From an optimization exercise on the open Yosys and OpenROAD flow, aimed at small area, a short achievable clock period and few clock cycles; shortcuts taken in it are not production practice.
The RTL was checked by simulation tests, not by an equivalence proof against the original design.
No activity file was given, so power comes from the tool's default toggle rates.

== lane 2 ==
==> flow/design.v (excerpt) <==
module l3_cache_top (
  input  logic         clk,
  input  logic         reset,
  input  logic [3:0]   port_valid,
  input  logic [3:0]   port_write,
  input  logic [63:0]  port_addr,
  input  logic [127:0] port_wdata,
  output logic [3:0]   port_ready,
  output logic         rsp_valid,
  output logic [1:0]   rsp_port,
  output logic         rsp_write,
  output logic [31:0]  rsp_data,
  input  logic         rsp_ready,
  output logic         mem_req_valid,
  output logic         mem_req_write,
  output logic [15:0]  mem_req_addr,
  output logic [31:0]  mem_req_data,
  input  logic         mem_req_ready,
  input  logic         mem_rsp_valid,
  input  logic [31:0]  mem_rsp_data
);
For scale: ~6300 cells after synthesis, roughly 1600 flip-flops, ~330 I/O pins, roughly 76000 sq um of cells after synthesis.
make LEC_CHECK=0 CAP_MARGIN=20 CORE_MARGIN=2 CORE_UTILIZATION=58 CTS_CLUSTER_DIAMETER=60 CTS_CLUSTER_SIZE=20 SETUP_SLACK_MARGIN=3.8 SLEW_MARGIN=20 TNS_END_PERCENT=0 finish   # period 6.0 ns
run.sh (not shown) runs the stock make flow with config.mk's settings and CLKGATE_MAP_FILE= SYNTH_SCRIPT=/design/flow/synth_recipe.tcl, a recipe that flattens the netlist after the stock synthesis.
Testbench counts of lane 2, summed over its fixed seeds: cycles 2,293.
Setup changes, lane 2 to lane 4
# lane 2
export LEC_CHECK = 0
export CAP_MARGIN = 20
export CORE_MARGIN = 2
export CORE_UTILIZATION = 58
export CTS_CLUSTER_DIAMETER = 60
export CTS_CLUSTER_SIZE = 20
export SETUP_SLACK_MARGIN = 3.8
export SLEW_MARGIN = 20
export TNS_END_PERCENT = 0
create_clock -name core_clock -period 6.0 [get_ports {clk}]
# lane 4
export LEC_CHECK = 0
export CAP_MARGIN = 20
export CORE_MARGIN = 2
export CORE_UTILIZATION = 60
export CTS_CLUSTER_DIAMETER = 60
export CTS_CLUSTER_SIZE = 20
export SETUP_SLACK_MARGIN = 3.3
export SLEW_MARGIN = 20
export TNS_END_PERCENT = 0
create_clock -name core_clock -period 6.0 [get_ports {clk}]
### Flow results
- Count of unique library cells instantiated by Yosys came out exactly the same in lane 4 and lane 2.
- Re per-cell routed wire length: lane 4 is 2.5% down on lane 2.
- Taking lane 2 over lane 4, the pin count of the biggest net entering global routing ratio works out to 1.11.
- For lane 4, the cell with the biggest individual delay on the critical path was sky130_fd_sc_hd__nand2_2, unlike lane 2, where it was sky130_fd_sc_hd__nor2_2.
- Comparing lane 4 and lane 2, the lower post-route worst hold slack is on lane 2.
- The critical path depth of lane 2 and that of lane 4 are within noise of each other.
- Lane 4 vs lane 2, iteration count of the initial detailed-routing pass went down by 2.
- Mean number of vias per cell (higher): lane 4

========
l3_cache_top, a different RTL version from the one above (not shown whole).
Size: about 6,700 cells after synthesis, about 0.078 mm^2 of cells after synthesis.
clock: 6.0 ns
lec_check: 0
cap_margin: 20
core_margin: 2
core_utilization: 60
cts_cluster_diameter: 60
cts_cluster_size: 20
setup_slack_margin: 3.4
slew_margin: 20
The baseline ran to the end with no violations.
Testbench counts at the start, summed over its fixed seeds: cycles 2,293.
Change:
SETUP_SLACK_MARGIN = 3.2   (was 3.4)
TNS_END_PERCENT = 5   (was unset)
=> Wire length decreases by 12%. Utilization decreases by 7.7 points. Clock-buffer cell count increases by 4. Worst setup slack loses 190 ps. Total power decreases by 13%.
Change:
SETUP_SLACK_MARGIN = 3.4   (was 3.2)
TNS_END_PERCENT = 0   (was 5)
=> The new run completed with no timing, DRC or antenna violations; routed wire length barely changes; setup slack improved by 63 ps; design area is higher slightly; final cell count grows slightly; fmax rose by a few percent.
Change:
TNS_END_PERCENT = 5   (was 0)
The new run went through all stages and came out clean.
Total power is higher by about 4.5%.
Routed wire length rose by 5.7%.
Fmax increases by 2.4%.
Global-route usage went up by 2.3 points.
Clock-buffer cell count came out lower by 5.
Synthesized area stays the same.

========
Setup of P:
l3_cache_top, a different RTL version from the one above (not shown whole).
Size in the first run: ~6800 cells after synthesis, roughly 1600 flip-flops, roughly 330 I/O pins, about 0.076 mm² of cells after synthesis.
Settings: LEC_CHECK=0, CAP_MARGIN=20, CORE_MARGIN=2, CORE_UTILIZATION=65, CTS_CLUSTER_DIAMETER=60, CTS_CLUSTER_SIZE=20, SETUP_SLACK_MARGIN=3.6, SLEW_MARGIN=20, TNS_END_PERCENT=0; clock period 6.0 ns.
P finished end to end and its layout was clean on timing, DRC and antenna.
Testbench counts of P, summed over its fixed seeds: cycles 2,293.
#### Input delta (Q over P)
- SETUP_SLACK_MARGIN changed from 3.6 to 3.4
- CORE_UTILIZATION changed from 65 to 60
==> summary.txt <==
- Via count, Q vs P: down slightly
- When Q is set beside P, its wire length of the first global-routing pass turns out to be 1500 µm smaller.
- Looking at final wirelength, Q sits 4300 µm above P.

==> what the ideal ports hide <==
In the flow no input, the clock included, has a driving cell. The finished layouts below were timed again as built, in two steps. Step 1 assumes that a clkbuf_16 drives the clock port and a buf_2 every other input. Step 2 also shifts input and output timing later by t, the mid clock arrival at the registers, as if the neighbouring blocks saw the same clock. a / b / c = ideal ports / drivers / drivers and shift; a / b = the first two.
run | t, ns | setup WS [ns] | clock arrival spread, ns | worst slew at a driven data input, ns
lane 2 | 0.874 | 3.114 / 3.133 / 2.310 | 0.042 / 0.042 | 0.06
lane 4 | 0.867 | 2.897 / 2.915 / 2.048 | 0.040 / 0.040 | 0.07
the first run of note 2 | 0.885 | 3.069 / 3.069 / 2.202 | 0.053 / 0.053 | 0.18
the second run of note 2 | 0.872 | 2.880 / 2.793 / 2.104 | 0.026 / 0.026 | 0.20
the third run of note 2 | 0.873 | 2.943 / 2.996 / 2.122 | 0.031 / 0.031 | 0.15
the fourth run of note 2 | 0.874 | 3.014 / 3.014 / 2.278 | 0.032 / 0.032 | 0.19
P | 0.857 | 2.905 / 2.905 / 2.151 | 0.049 / 0.049 | 0.11
Q | 0.871 | 2.982 / 3.029 / 2.159 | 0.031 / 0.031 | 0.08
After both steps every run listed still meets setup and hold. For the first run of note 2, which loses most, drivers alone change the setup slack by 0.000 ns; drivers and shift together by -0.867 ns.
